This design comes from an exercise in tuning for small area, a short achievable clock period and few clock cycles per item on the open sky130 flow, not from production work.
The RTL was checked by simulation tests, not by an equivalence proof against the original design.
The clock port is modelled as an ideal driver; clocking choices that lean on that would not hold on a real chip.
Power and IR drop assume default switching activity.

Setup of lane 1:
// lru_block_cache_directory
module lru_block_cache_directory (
    input  wire logic                          i_clk,
    input  wire logic                          i_rst_n,
    input  wire logic                          i_in_valid,
    output logic                               o_in_stall,
    input  wire logic [lrud_pkg::KIND_W-1:0]   i_kind,
    input  wire logic [lrud_pkg::BLOCK_W-1:0]  i_block_number,
    input  wire logic                          i_insert_dirty,
    output logic                               o_out_valid,
    input  wire logic                          i_out_stall,
    output logic                               o_hit,
    output logic      [lrud_pkg::OWAY_W-1:0]   o_way,
    output logic                               o_evicted,
    output logic      [lrud_pkg::BLOCK_W-1:0]  o_evicted_block,
    output logic                               o_evicted_dirty,
    output logic      [lrud_pkg::TOTAL_W-1:0]  o_hit_total,
    output logic      [lrud_pkg::TOTAL_W-1:0]  o_miss_total,
    input  wire logic                          psel,
    input  wire logic                          penable,
    input  wire logic                          pwrite,
    input  wire logic [lrud_pkg::ADDR_W-1:0]   paddr,
    input  wire logic [lrud_pkg::DATA_W-1:0]   pwdata,
    output logic      [lrud_pkg::DATA_W-1:0]   prdata,
    output logic                               pready
);
export LEC_CHECK = 0
export CAP_MARGIN = 20
export CORE_MARGIN = 2
export CORE_UTILIZATION = 60
export CTS_CLUSTER_DIAMETER = 80
export CTS_CLUSTER_SIZE = 20
export SLEW_MARGIN = 20
export TNS_END_PERCENT = 5
create_clock -name core_clock -period 13.0 [get_ports {i_clk}]
standard.sh (not shown) runs the stock make flow with config.mk's settings and CLKGATE_MAP_FILE= SYNTH_SCRIPT=/design/flow/synth_recipe.tcl, a recipe that flattens the netlist after the stock synthesis.
==> flow/flow/run.sh <==
#!/bin/bash
# Layout flow: the standard ORFS flow (standard.sh) with
#  - port buffers of buf_2 instead of the default choice, a slow delay buffer;
set -euo pipefail
export FLOW_CLOCK_PORT=i_clk
bash standard.sh \
    "BUFFER_PORTS_ARGS=-buffer_cell sky130_fd_sc_hd__buf_2" \
    SETUP_SLACK_MARGIN=9.3 \
    "PRE_CTS_TCL=$PWD/flow/cts_hook.tcl" \
    finish > flow_make.log 2>&1
==> flow/flow/cts_hook.tcl <==
set ::my_clock_port [expr {[info exists ::env(FLOW_CLOCK_PORT)] ? $::env(FLOW_CLOCK_PORT) : "i_clk"}]
rename clock_tree_synthesis my_orig_clock_tree_synthesis
proc clock_tree_synthesis {args} {
  my_orig_clock_tree_synthesis {*}$args
  set block [ord::get_db_block]
  set port_net [$block findNet $::my_clock_port]
  set loads {}
  foreach it [$port_net getITerms] { lappend loads $it }
  if {[llength $loads] != 1} {
    puts "cts_hook: clock port drives [llength $loads] pins, tree left as built"
    return
  }
  set root [[lindex $loads 0] getInst]
  set root_out [[$root findITerm X] getNet]
  set below {}
  foreach it [$root_out getITerms] {
    if {[$it getInst] ne $root} { lappend below $it }
  }
  if {[llength $below] > 4 || [llength [$root_out getBTerms]] > 0} {
    puts "cts_hook: root buffer drives [llength $below] pins, tree left as built"
    return
  }
  set root_name [$root getName]
  set root_out_name [$root_out getName]
  foreach it $below {
    set inst_name [[$it getInst] getName]
    set pin_name [[$it getMTerm] getName]
    disconnect_pin $root_out_name $inst_name/$pin_name
    connect_pin $::my_clock_port $inst_name/$pin_name
  }
  disconnect_pin $::my_clock_port $root_name/A
  delete_instance $root_name
  delete_net $root_out_name
  puts "cts_hook: removed root buffer $root_name; clock port now drives [llength $below] buffers"
}
Lane 1 was carried through to the last stage, and its layout satisfied the timing, design-rule and antenna checks.
Testbench counts of lane 1, summed over its fixed seeds: cycles 16,016, items 16,000.
For lane 2, these inputs were changed with respect to lane 1:
- TNS_END_PERCENT changed from 5 to 1
-- flow/flow/run.sh --
<<< lane 1, line 8
    SETUP_SLACK_MARGIN=9.3 \
>>> lane 2, line 8
    SETUP_SLACK_MARGIN=9.5 \
--- outcome ---
In summary, lane 2 completed successfully, with a layout that passed the timing, design-rule and antenna checks.
Lane 2 — fmax 2.6 MHz lower, lane 1 as reference
Per the comparison of lane 2 with lane 1, fraction of registers with async set or reset after synthesis stayed essentially flat; placed standard-cell area saw little to no change; clock power down 2.5%; utilization shrank by 0.31 points.
Total combinational power essentially unchanged between lane 2 and lane 1.
Side by side, total met2 wirelength after detailed routing turned out lower in lane 2 than in lane 1.
Between lane 1 and lane 2, number of inserted diodes is lower for lane 2, lane 1 comes in above that.
[lane 2 vs lane 1] routed wire length: lower in lane 2
Diff lane 2..lane 1 | number of non-clock inverters in the layout | unchanged
Measured against each other, lane 1 and lane 2 differ in total of cells resized after clock tree synthesis, the lower figure coming from lane 2.
Changes in lane 3 relative to lane 2:
- a change of TNS_END_PERCENT from 1 to 5
==> comparison <==
- [compare] base=lane 2 new=lane 3: worst-skew pair later-pin latency saw a decrease; fraction of final layout cells with drive strength greater than 1 rose by 0.95 points.
- The global router's overall resource usage in lane 3 sits 0.73 points above the value recorded for lane 2.
- As far as final cell area excluding filler cells is concerned, lane 2 and lane 3 perform about the same.
- The detailed-routing iteration count for the pre-antenna-repair pass of lane 3 is lower than that of lane 2.
- Lane 3: largest driver fanout on the critical path is 28 lower than what lane 2 reported.
Here is what was changed in the inputs of lane 4 compared with lane 3.
-- flow/flow/run.sh --
<<< lane 3, line 5
export FLOW_CLOCK_PORT=i_clk
>>> lane 4, line 5
<<< lane 3, line 9
    "PRE_CTS_TCL=$PWD/flow/cts_hook.tcl" \
>>> lane 4, line 8
removed: flow/flow/cts_hook.tcl
==> run notes <==
Lane 3: flow completed, timing, DRC and antenna clean. Lane 4 finished every step from synthesis to the final layout, and the layout passed the timing, design-rule and antenna checks. Relative slew slack for lane 4: 1.3 points down relative to lane 3. Diff lane 3..lane 4 | area added between synthesis and finish | negligible. Net switching power of lane 4 exceeds that of lane 3 slightly. Clock latency of the later-clocked register in the worst-skew pair is lower on lane 3. Between lane 4 and lane 3, number of antenna violations at the first check in global routing is lower for lane 3, lane 4 comes in above that. Between lane 3 and lane 4, total design power increased. Diff lane 4 and lane 3: internal power component lower in lane 3.
diff inputs: lane 4 => lane 5
-- flow/flow/run.sh --
<<< lane 4, line 4
>>> lane 5, line 4
#  - repair_timing limited to resizing, pin swaps and buffer removal (no new
#    buffers or clones), which otherwise add area without moving the worst path;
<<< lane 4, line 5
>>> lane 5, line 7
export FLOW_CLOCK_PORT=i_clk
<<< lane 4, line 8
>>> lane 5, line 11
    SETUP_MOVE_SEQUENCE=unbuffer,sizeup,swap \
    "PRE_CTS_TCL=$PWD/flow/cts_hook.tcl" \
==> flow/flow/cts_hook.tcl (new file) <==
set ::my_clock_port [expr {[info exists ::env(FLOW_CLOCK_PORT)] ? $::env(FLOW_CLOCK_PORT) : "i_clk"}]
rename clock_tree_synthesis my_orig_clock_tree_synthesis
proc clock_tree_synthesis {args} {
  my_orig_clock_tree_synthesis {*}$args
  set block [ord::get_db_block]
  set port_net [$block findNet $::my_clock_port]
  set loads {}
  foreach it [$port_net getITerms] { lappend loads $it }
  if {[llength $loads] != 1} {
    puts "cts_hook: clock port drives [llength $loads] pins, tree left as built"
    return
  }
  set root [[lindex $loads 0] getInst]
  set root_out [[$root findITerm X] getNet]
  set below {}
  foreach it [$root_out getITerms] {
    if {[$it getInst] ne $root} { lappend below $it }
  }
  if {[llength $below] > 4 || [llength [$root_out getBTerms]] > 0} {
    puts "cts_hook: root buffer drives [llength $below] pins, tree left as built"
    return
  }
  set root_name [$root getName]
  set root_out_name [$root_out getName]
  foreach it $below {
    set inst_name [[$it getInst] getName]
    set pin_name [[$it getMTerm] getName]
    disconnect_pin $root_out_name $inst_name/$pin_name
    connect_pin $::my_clock_port $inst_name/$pin_name
  }
  disconnect_pin $::my_clock_port $root_name/A
  delete_instance $root_name
  delete_net $root_out_name
  puts "cts_hook: removed root buffer $root_name; clock port now drives [llength $below] buffers"
}
Diff lane 4 -> lane 5: clock power decreased by about 2.4% relative to the old numbers, met2 usage in global routing moved down.
Between lane 4 and lane 5, peak ir drop on the vdd network decreased.
Lane 5 — clock share of power 0.2 points lower, lane 4 as reference
In lane 5 relative to lane 4, via count had gone down by a few percent.
Average routed wire per standard cell ends up higher on lane 5.

==> separate check: timing with driven ports <==
How much do the figures lean on ideal ports? The routed layouts below were timed once more, with nothing changed but the port constraints.
Step 1: set_driving_cell puts a clkbuf_16 on i_clk and a buf_2 on each other input, an assumption about the parent block.
Step 2 also shifts input and output timing later by t, the mid clock arrival at the registers, as if the neighbouring blocks saw the same clock.
a / b / c = ideal / step 1 / step 2; a / b = the first two.
run	t (ns)	slack for setup (ns)	worst hold slack (ns)	worst setup path after step 2	pins driven straight from the clock port
lane 1	0.518	9.215 / 9.193 / 8.948	0.468 / 0.468 / 0.468	input to register	2
lane 2	0.518	9.177 / 9.177 / 8.880	0.462 / 0.462 / 0.462	input to register	2
lane 3	0.512	9.298 / 9.222 / 9.111	0.460 / 0.460 / 0.460	input to register	2
lane 4	0.621	9.190 / 9.132 / 9.001	0.463 / 0.463 / 0.463	input to register	1
lane 5	0.506	9.128 / 9.128 / 8.862	0.462 / 0.462 / 0.462	input to register	2
After both steps setup and hold are still met in every run listed. The setup slack of lane 2, which loses most, moves by 0.000 ns with the drivers and by -0.297 ns with both steps.
